What follows belongs to an exercise in optimizing a design on an open flow for a short achievable clock period and few clock cycles; a production flow would make more cautious choices.
The RTL was checked by simulation tests, not by an equivalence proof against the original design.
Power is estimated from default activity; no workload was simulated.

$ cat flow/config.mk
export PLATFORM = sky130hd
export DESIGN_NAME = mips_pipe_top
export DESIGN_NICKNAME = mips_pipe_top
export VERILOG_FILES = /design/flow/design.v
export SDC_FILE = /design/flow/constraint.sdc
export NUM_CORES = 4
export LEC_CHECK = 0
export CAP_MARGIN = 20
export CORE_MARGIN = 2
export CORE_UTILIZATION = 40
export SLEW_MARGIN = 20
$ cat flow/constraint.sdc
create_clock -name core_clock -period 6.5 [get_ports {clk}]
set_input_delay 1.3000 -clock core_clock [delete_from_list [all_inputs] [get_ports {clk}]]
set_output_delay 1.3000 -clock core_clock [all_outputs]
set_load 0.01 [all_outputs]
$ cat flow/design.v
package mips_pkg;
    localparam int NUM_REGS  = 32;
    localparam int MEM_WORDS = 32;
    typedef logic [31:0]                   word_t;       
    typedef logic [31:0]                   instr_t;
    typedef logic [$clog2(NUM_REGS)-1:0]   reg_addr_t;
    typedef logic [$clog2(MEM_WORDS)-1:0]  mem_addr_t;   
    localparam logic [5:0] OP_RTYPE = 6'b000000;
    localparam logic [5:0] OP_ADDI  = 6'b001000;
    localparam logic [5:0] OP_LW    = 6'b100011;
    localparam logic [5:0] OP_SW    = 6'b101011;
    localparam logic [5:0] FN_ADD = 6'b100000;
    localparam logic [5:0] FN_SUB = 6'b100010;
    localparam logic [5:0] FN_AND = 6'b100100;
    localparam logic [5:0] FN_OR  = 6'b100101;
    localparam logic [5:0] FN_SLT = 6'b101010;
endpackage
`timescale 1ns/1ns
module mips_decode
(
    input  logic                clk,
    input  logic                reset,
    input  logic                id_valid,
    input  mips_pkg::instr_t    id_instr,
    input  mips_pkg::word_t     rs_data,
    input  mips_pkg::word_t     rt_data,
    input  logic                r_write,
    input  mips_pkg::reg_addr_t r_dest,
    input  mips_pkg::word_t     r_data,
    output mips_pkg::reg_addr_t rs_addr,
    output mips_pkg::reg_addr_t rt_addr,
    output logic                ex_write,
    output logic                ex_store,
    output mips_pkg::reg_addr_t ex_dest,
    output logic                ex_sel_add,
    output logic                ex_sel_and,
    output logic                ex_sel_or,
    output logic                ex_sel_slt,
    output logic                ex_sel_load,
    output logic                ex_inv,
    output logic                ex_fwd_a,
    output logic                ex_fwd_b,
    output logic                ex_fwd_sd,
    output mips_pkg::word_t     ex_a,
    output mips_pkg::word_t     ex_b,
    output mips_pkg::word_t     ex_sd,
    output mips_pkg::mem_addr_t ex_imm5
);
    logic [5:0]          op;
    logic [5:0]          fn;
    logic                is_r;
    logic                is_addi;
    logic                is_lw;
    logic                is_sw;
    logic                use_imm;
    logic                writes;
    mips_pkg::reg_addr_t dest;
    mips_pkg::word_t     imm_ext;
    logic                inv;
    logic                hit_ex_rs;
    logic                hit_ex_rt;
    logic                hit_r_rs;
    logic                hit_r_rt;
    mips_pkg::word_t     rs_val;
    mips_pkg::word_t     rt_val;
    assign op      = id_instr[31:26];
    assign fn      = id_instr[5:0];
    assign rs_addr = id_instr[25:21];
    assign rt_addr = id_instr[20:16];
    assign imm_ext = {{16{id_instr[15]}}, id_instr[15:0]};
    assign is_r    = (op == mips_pkg::OP_RTYPE) &&
                     (fn == mips_pkg::FN_ADD || fn == mips_pkg::FN_SUB ||
                      fn == mips_pkg::FN_AND || fn == mips_pkg::FN_OR  ||
                      fn == mips_pkg::FN_SLT);
    assign is_addi = (op == mips_pkg::OP_ADDI);
    assign is_lw   = (op == mips_pkg::OP_LW);
    assign is_sw   = (op == mips_pkg::OP_SW);
    assign use_imm = is_addi || is_lw || is_sw;
    assign dest    = is_r ? id_instr[15:11] : id_instr[20:16];
    assign writes  = (is_r || is_addi || is_lw) && (dest != '0);   
    assign inv     = is_r && (fn == mips_pkg::FN_SUB || fn == mips_pkg::FN_SLT);
    assign hit_ex_rs = ex_write && (ex_dest == rs_addr);
    assign hit_ex_rt = ex_write && (ex_dest == rt_addr);
    assign hit_r_rs  = r_write && (r_dest == rs_addr);
    assign hit_r_rt  = r_write && (r_dest == rt_addr);
    assign rs_val    = hit_r_rs ? r_data : rs_data;
    assign rt_val    = hit_r_rt ? r_data : rt_data;
    always_ff @(posedge clk)
    begin
        if (reset)
        begin
            ex_write <= 1'b0;
            ex_store <= 1'b0;
        end
        else
        begin
            ex_write <= id_valid && writes;
            ex_store <= id_valid && is_sw;
        end
    end
    always_ff @(posedge clk)
    begin
        ex_dest     <= dest;
        ex_sel_add  <= is_addi || (is_r && (fn == mips_pkg::FN_ADD || fn == mips_pkg::FN_SUB));
        ex_sel_and  <= is_r && fn == mips_pkg::FN_AND;
        ex_sel_or   <= is_r && fn == mips_pkg::FN_OR;
        ex_sel_slt  <= is_r && fn == mips_pkg::FN_SLT;
        ex_sel_load <= is_lw;
        ex_inv      <= inv;
        ex_fwd_a    <= hit_ex_rs;
        ex_fwd_b    <= hit_ex_rt && !use_imm;
        ex_fwd_sd   <= hit_ex_rt;
        ex_a        <= rs_val;
        ex_b        <= use_imm ? imm_ext : (inv ? ~rt_val : rt_val);
        ex_sd       <= rt_val;
        ex_imm5     <= id_instr[4:0];
    end
endmodule
`timescale 1ns/1ns
module mips_reg_file
(
    input  logic                clk,
    input  logic                reset,
    input  mips_pkg::reg_addr_t rs_addr,
    input  mips_pkg::reg_addr_t rt_addr,
    input  logic                r_write,
    input  mips_pkg::reg_addr_t r_dest,
    input  mips_pkg::word_t     r_data,
    output mips_pkg::word_t     rs_data,
    output mips_pkg::word_t     rt_data
);
    mips_pkg::word_t regs [1:mips_pkg::NUM_REGS-1];
    always_ff @(posedge clk)
    begin
        if (reset)
        begin
            for (int i = 1; i < mips_pkg::NUM_REGS; i++)
                regs[i] <= 32'(i);   
        end
        else if (r_write)
            regs[r_dest] <= r_data;   
    end
    assign rs_data = (rs_addr == '0) ? '0 : regs[rs_addr];
    assign rt_data = (rt_addr == '0) ? '0 : regs[rt_addr];
endmodule
`timescale 1ns/1ns
module mips_execute
(
    input  logic                clk,
    input  logic                reset,
    input  logic                ex_write,
    input  logic                ex_store,
    input  mips_pkg::reg_addr_t ex_dest,
    input  logic                ex_sel_add,
    input  logic                ex_sel_and,
    input  logic                ex_sel_or,
    input  logic                ex_sel_slt,
    input  logic                ex_sel_load,
    input  logic                ex_inv,
    input  logic                ex_fwd_a,
    input  logic                ex_fwd_b,
    input  logic                ex_fwd_sd,
    input  mips_pkg::word_t     ex_a,
    input  mips_pkg::word_t     ex_b,
    input  mips_pkg::word_t     ex_sd,
    input  mips_pkg::mem_addr_t ex_imm5,
    input  mips_pkg::word_t     load_data,
    output mips_pkg::mem_addr_t mem_index,
    output mips_pkg::word_t     store_data,
    output logic                r_write,
    output mips_pkg::reg_addr_t r_dest,
    output mips_pkg::word_t     r_data
);
    mips_pkg::word_t a;
    mips_pkg::word_t b;
    logic [33:0]     sum;
    mips_pkg::word_t result;
    assign a          = ex_fwd_a  ? r_data : ex_a;
    assign b          = ex_fwd_b  ? (r_data ^ {32{ex_inv}}) : ex_b;
    assign store_data = ex_fwd_sd ? r_data : ex_sd;
    assign mem_index  = a[4:0] + ex_imm5;   
    assign sum = {1'b0, a, 1'b1} + {1'b0, b, ex_inv};
    assign result = ({32{ex_sel_add}}  & sum[32:1])
                  | ({32{ex_sel_and}}  & (a & b))
                  | ({32{ex_sel_or}}   & (a | b))
                  | ({32{ex_sel_slt}}  & {31'b0, !sum[33]})
                  | ({32{ex_sel_load}} & load_data);
    always_ff @(posedge clk)
    begin
        if (reset)
            r_write <= 1'b0;
        else
            r_write <= ex_write;
    end
    always_ff @(posedge clk)
    begin
        r_dest <= ex_dest;
        r_data <= result;
    end
endmodule
`timescale 1ns/1ns
module mips_result
(
    input  logic                clk,
    input  logic                reset,
    input  logic                ex_store,
    input  mips_pkg::mem_addr_t mem_index,
    input  mips_pkg::word_t     store_data,
    output mips_pkg::word_t     load_data
);
    mips_pkg::word_t data_mem [0:mips_pkg::MEM_WORDS-1];
    assign load_data = data_mem[mem_index];
    always_ff @(posedge clk)
    begin
        if (reset)
        begin
            for (int i = 0; i < mips_pkg::MEM_WORDS; i++)
                data_mem[i] <= 32'(i);   
        end
        else if (ex_store)
            data_mem[mem_index] <= store_data;
    end
endmodule
`timescale 1ns/1ns
module mips_pipe_top
(
    input  logic                clk,
    input  logic                reset,
    input  logic                instr_valid,
    input  mips_pkg::instr_t    instr,
    output logic                instr_credit,
    output logic                wb_valid,
    output mips_pkg::reg_addr_t wb_reg,
    output mips_pkg::word_t     wb_data
);
    logic                id_valid;
    mips_pkg::instr_t    id_instr;
    mips_pkg::reg_addr_t rs_addr;
    mips_pkg::reg_addr_t rt_addr;
    mips_pkg::word_t     rs_data;
    mips_pkg::word_t     rt_data;
    logic                ex_write;
    logic                ex_store;
    mips_pkg::reg_addr_t ex_dest;
    logic                ex_sel_add;
    logic                ex_sel_and;
    logic                ex_sel_or;
    logic                ex_sel_slt;
    logic                ex_sel_load;
    logic                ex_inv;
    logic                ex_fwd_a;
    logic                ex_fwd_b;
    logic                ex_fwd_sd;
    mips_pkg::word_t     ex_a;
    mips_pkg::word_t     ex_b;
    mips_pkg::word_t     ex_sd;
    mips_pkg::mem_addr_t ex_imm5;
    mips_pkg::mem_addr_t mem_index;
    mips_pkg::word_t     store_data;
    mips_pkg::word_t     load_data;
    logic                r_write;
    mips_pkg::reg_addr_t r_dest;
    mips_pkg::word_t     r_data;
    always_ff @(posedge clk)
    begin
        if (reset)
            id_valid <= 1'b0;
        else
            id_valid <= instr_valid;
    end
    always_ff @(posedge clk)
    begin
        if (instr_valid)
            id_instr <= instr;
    end
    assign instr_credit = id_valid;   
    assign wb_valid     = r_write;
    assign wb_reg       = r_dest;
    assign wb_data      = r_data;
    mips_decode   decode_i   (.*);
    mips_reg_file reg_file_i (.*);
    mips_execute  execute_i  (.*);
    mips_result   result_i   (.*);
endmodule
$ cat flow/run.sh
#!/bin/bash
# synth_recipe.tcl (not shown) runs the flow's synth.tcl, then flattens the netlist and writes it again
# the make line also repeats each setting of config.mk as NAME=value (left out here)
make -C /OpenROAD-flow-scripts/flow DESIGN_CONFIG=/design/flow/config.mk WORK_HOME=/design/flow/orfs CLKGATE_MAP_FILE= SYNTH_SCRIPT=/design/flow/synth_recipe.tcl finish
==> impl_summary.log <==
[metrics] count of flip-flops with a built-in enable after synthesis: 2,080
[metrics] Leakage Power: 41.4 nW
[metrics] number of nets with antenna violations after detailed routing: 0
[metrics] WL final: 372 mm
[metrics] number of nets produced by synthesis: 7,759
[metrics] Clk Latency, worst-skew pair: 930 ps
[metrics] Placer Congestion: 0.916
[metrics] initial antenna violation count: 20
[metrics] worst-case clock skew: 65.9 ps
[metrics] final non-filler cell area: 122,000 sq um
[metrics] placed wire-length estimate after detailed placement: 230 mm
[metrics] synthesis-stage register bit count: 2,246
[metrics] Post-Place Worst Slack: 1140 ps
[metrics] per-cell routed wire length: 33.2 um
[metrics] final-report max-slew violation count: 0
[metrics] Die X-Extent: 526 um
[metrics] Slew headroom: 13.0%
[metrics] dominant synthesized flop cell: sky130_fd_sc_hd__edfxtp_1
[metrics] Worst Setup Slack, final: 916 ps
[metrics] per-cell via count in the routed design: 6.15
[metrics] Worst R2R Start: decode_i.ex_fwd_a
[metrics] die outline area: 277,000 sq um
[metrics] placed cell areas: 114,000 sq um
[metrics] top cells by area in the synthesized netlist: sky130_fd_sc_hd__edfxtp_1 57%, sky130_fd_sc_hd__mux4_2 17%, sky130_fd_sc_hd__and2_1 5.2%, sky130_fd_sc_hd__nor2_1 3.8%, sky130_fd_sc_hd__dfxtp_1 3.0%
[metrics] hold crit path type: reg -> reg
[metrics] fraction of final layout cells sized beyond drive strength 1: 21.6%
[metrics] Reg-to-Reg End: execute_i.r_data[21]
[metrics] fraction of registers with async set or reset after synthesis: 0%
[metrics] minimum setup slack among reg-to-reg paths: 920 ps
[metrics] CTS tree: built
[metrics] post-layout min period: 5580 ps
[metrics] startpoint class of the critical path: register
[metrics] worst hold path startpoint: decode_i.ex_dest[4]
[metrics] largest net degree at the start of global routing: 92
[metrics] Avg Inst Size Synth: 14.3 sq um
[metrics] register area share after synthesis: 60.3%
[metrics] Sink Count: 2,246
[metrics] outcome: finished clean
[metrics] area share of the leading cell type in the synthesized netlist: 57.3%
[metrics] transition time of the tightest slew-check pin: 1290 ps
[metrics] number of buffers created by CTS: 236
[metrics] number of global-route vias before repair: 68,500
[metrics] maximum root-to-sink buffer count: 4
[metrics] Worst EP arrival: 6370 ps
[metrics] CP Max Fanout: 31
[metrics] total routing resource utilization after global routing: 26.5%
[metrics] Ports: 74
[metrics] count of nets after finishing: 7,547
[metrics] Fin. Hold Viols: 0
[metrics] Placement Rows: 191
[metrics] required arrival time at the worst endpoint: 7290 ps
[metrics] largest vdd supply drop: 258 uV
[metrics] CTS H-tree depth: 4
[metrics] first-pass iteration count of the detailed router: 8
[metrics] Max Clock Freq: 179 MHz
[metrics] Cells on Worst Hold Path: 0
[metrics] placeable core region: 271,000 sq um
[metrics] max-capacitance violation count: 0
[metrics] first-pass GRT wire length: 521 mm
[metrics] initial standard-cell utilization of the core: 40.3%
[metrics] remaining global-route overflow: 0
[metrics] # hold bufs at CTS: 0
[metrics] Layout area overhead: 11.4%
[metrics] Resized Gates After CTS: 0
[metrics] Fin Setup TNS: 0 ps
[metrics] number of setup violations in the final report: 0
[metrics] most frequent cells after synthesis: 2,080 x sky130_fd_sc_hd__edfxtp_1, 1,103 x sky130_fd_sc_hd__nor2_1, 914 x sky130_fd_sc_hd__and2_1
[metrics] Synthesis Warnings: 5
[metrics] DRC Markers: 0
[metrics] number of vias in the routed layout: 68,900
[metrics] unrepaired setup endpoints after global routing: no
[metrics] CTS Root Buffer Type: sky130_fd_sc_hd__clkbuf_16
[metrics] First DRT Iteration DRCs: 9,294
[metrics] hold-critical path endpoint: execute_i.r_dest[4]
[metrics] Post-CTS Setup Inserts: 0
[metrics] Final period util: 85.9%
[metrics] number of distinct library cell variants in the gate-level netlist after synthesis: 74
[metrics] CP endpoint kind: register
[metrics] WS Path Type: reg -> reg
[metrics] Chip Height: 526 um
[metrics] post-synthesis cell area: 109,000 sq um
[metrics] dominant cell by count in the synthesized netlist: sky130_fd_sc_hd__edfxtp_1
[metrics] cells on worst reg2reg path: 12
[metrics] synthesized instance count: 7,653
[metrics] cell type contributing the most total cell area after synthesis: sky130_fd_sc_hd__edfxtp_1
[metrics] number of input and output port buffers inserted: 73
[metrics] power per cell area: 328 nW/um^2
[metrics] post-CTS clock slew at the launch and capture registers of the worst setup and hold paths: 60 ps
worst max-delay path: stages (launching register included):
cell and delay, ps:
sky130_fd_sc_hd__dfxtp_2 340, sky130_fd_sc_hd__buf_4 390, sky130_fd_sc_hd__mux2i_1 360, sky130_fd_sc_hd__inv_1 170
sky130_fd_sc_hd__fa_4 530, sky130_fd_sc_hd__a21o_1 220, sky130_fd_sc_hd__a21oi_1 520, sky130_fd_sc_hd__xor2_4 240
sky130_fd_sc_hd__buf_4 400, sky130_fd_sc_hd__nand2_1 540, sky130_fd_sc_hd__o22ai_1 930, sky130_fd_sc_hd__a22oi_1 370
sky130_fd_sc_hd__a221o_1 420
how the worst max path moves through the flow:
stage                            startpoint                        end  depth (start not counted)
after floorplan           decode_i.ex_fwd_a   result_i.data_mem[26][0]                         14
after global placement    decode_i.ex_fwd_a  result_i.data_mem[16][17]                         12
after detailed placement  decode_i.ex_fwd_a  result_i.data_mem[16][16]                         12
after CTS                 decode_i.ex_fwd_a  result_i.data_mem[16][25]                         12
after global routing      decode_i.ex_fwd_a  result_i.data_mem[16][25]                         12
final                     decode_i.ex_fwd_a       execute_i.r_data[21]                         12
cell usage in the layout (no fill, tap or decap), types with 25 or more instances in the layout:
cell type and n:
sky130_fd_sc_hd__and2_1 914, sky130_fd_sc_hd__or2_2 51, sky130_fd_sc_hd__nand2_1 394, sky130_fd_sc_hd__nor3_1 59
sky130_fd_sc_hd__edfxtp_1 2080, sky130_fd_sc_hd__mux2i_1 120, sky130_fd_sc_hd__clkbuf_1 57, sky130_fd_sc_hd__a31oi_1 38
sky130_fd_sc_hd__ha_1 68, sky130_fd_sc_hd__mux2i_4 32, sky130_fd_sc_hd__o211ai_1 25, sky130_fd_sc_hd__nand3_1 35
sky130_fd_sc_hd__o221ai_1 34, sky130_fd_sc_hd__clkdlybuf4s50_1 71, sky130_fd_sc_hd__nor2_4 27, sky130_fd_sc_hd__clkbuf_16 242
sky130_fd_sc_hd__o21ai_0 156, sky130_fd_sc_hd__nor2_1 1070, sky130_fd_sc_hd__clkinv_2 40, sky130_fd_sc_hd__dfxtp_1 136
sky130_fd_sc_hd__o22ai_1 44, sky130_fd_sc_hd__buf_4 232, sky130_fd_sc_hd__mux4_2 831, sky130_fd_sc_hd__clkinv_1 41
sky130_fd_sc_hd__inv_1 80, sky130_fd_sc_hd__mux2_2 46, sky130_fd_sc_hd__a21oi_1 135, sky130_fd_sc_hd__xnor2_1 70
sky130_fd_sc_hd__or3_1 86, sky130_fd_sc_hd__nor2b_1 28
layer usage:
metal	up-vias	global-route usage, %	share of wire, %
met5	-	0	0.010
met4	6	13.5	6.0
met3	863	5.65	9.7
met2	3870	43.4	48
met1	36000	33.1	36
li1	28200	-	-
through the flow:
step	utilization [%]	cells	total power, mW	hold slack [ps]
floorplan	-	7653	22.4	370
global placement	42.1	10800	26.4	388
detailed placement	42.1	10800	26.5	382
CTS	44.8	11200	39.7	396
global route	44.9	11200	40.7	409
finish	44.9	11200	39.8	398
state kept, by name, indices dropped and copies added, names as in the netlist, 32 cells and up, named ones only:
name               cells
decode_i.ex_b         32
result_i.data_mem   1024
execute_i.r_data      32
id_instr              32
decode_i.ex_sd        32
decode_i.ex_a         32
reg_file_i.regs     1024
cell families after synthesis:
kind of cell    after synthesis  share of synthesized area, %
buf+inv                     858                          3.21
compound gates              610                          3.62
xor+xnor                     99                         0.802
flops                      2246                          60.3
fa+ha+maj                    71                         0.828
simple gates               2739                          12.2
mux                        1030                          19.0
power breakdown:
group,internal [mW],total [mW],switching [mW]
Combinational,3.24,9.66,6.41
Sequential,16.3,16.8,0.429
Clock,7.56,13.4,5.85
Total,27.1,39.8,12.7
final cells by class:
class / count / area (sq um)
antenna: 7 / 17.5
clock buffer: 307 / 6380
clock inverter: 119 / 1080
fill: 23900 / 149000
inverter: 81 / 304
multi-input combinational: 4549 / 40600
sequential: 2246 / 65800
tap: 3570 / 4470
timing repair buffer: 327 / 2900
Testbench counts, summed over its fixed seeds: cycles 4,824.

-- what the ideal ports hide --
How much do the figures lean on ideal ports? The routed layout below was timed once more, with nothing changed but the port constraints.
Step 1: set_driving_cell puts a clkbuf_16 on clk and a buf_2 on each other input, an assumption about the parent block.
Step 2 also shifts input and output timing later by t, the mid clock arrival at the registers, as if the neighbouring blocks saw the same clock.
Slacks: ideal ports / drivers / drivers and shift; pairs: ideal ports / drivers.
t, ns: 0.994
setup slack, ns: 0.916 / 0.916 / 0.916
hold WS [ns]: 0.398 / 0.398 / 0.398
clock arrival spread, ns: 0.076 / 0.076
After both steps this run still meets setup and hold. For this run, drivers alone change the setup slack by 0.000 ns; drivers and shift together by 0.000 ns.
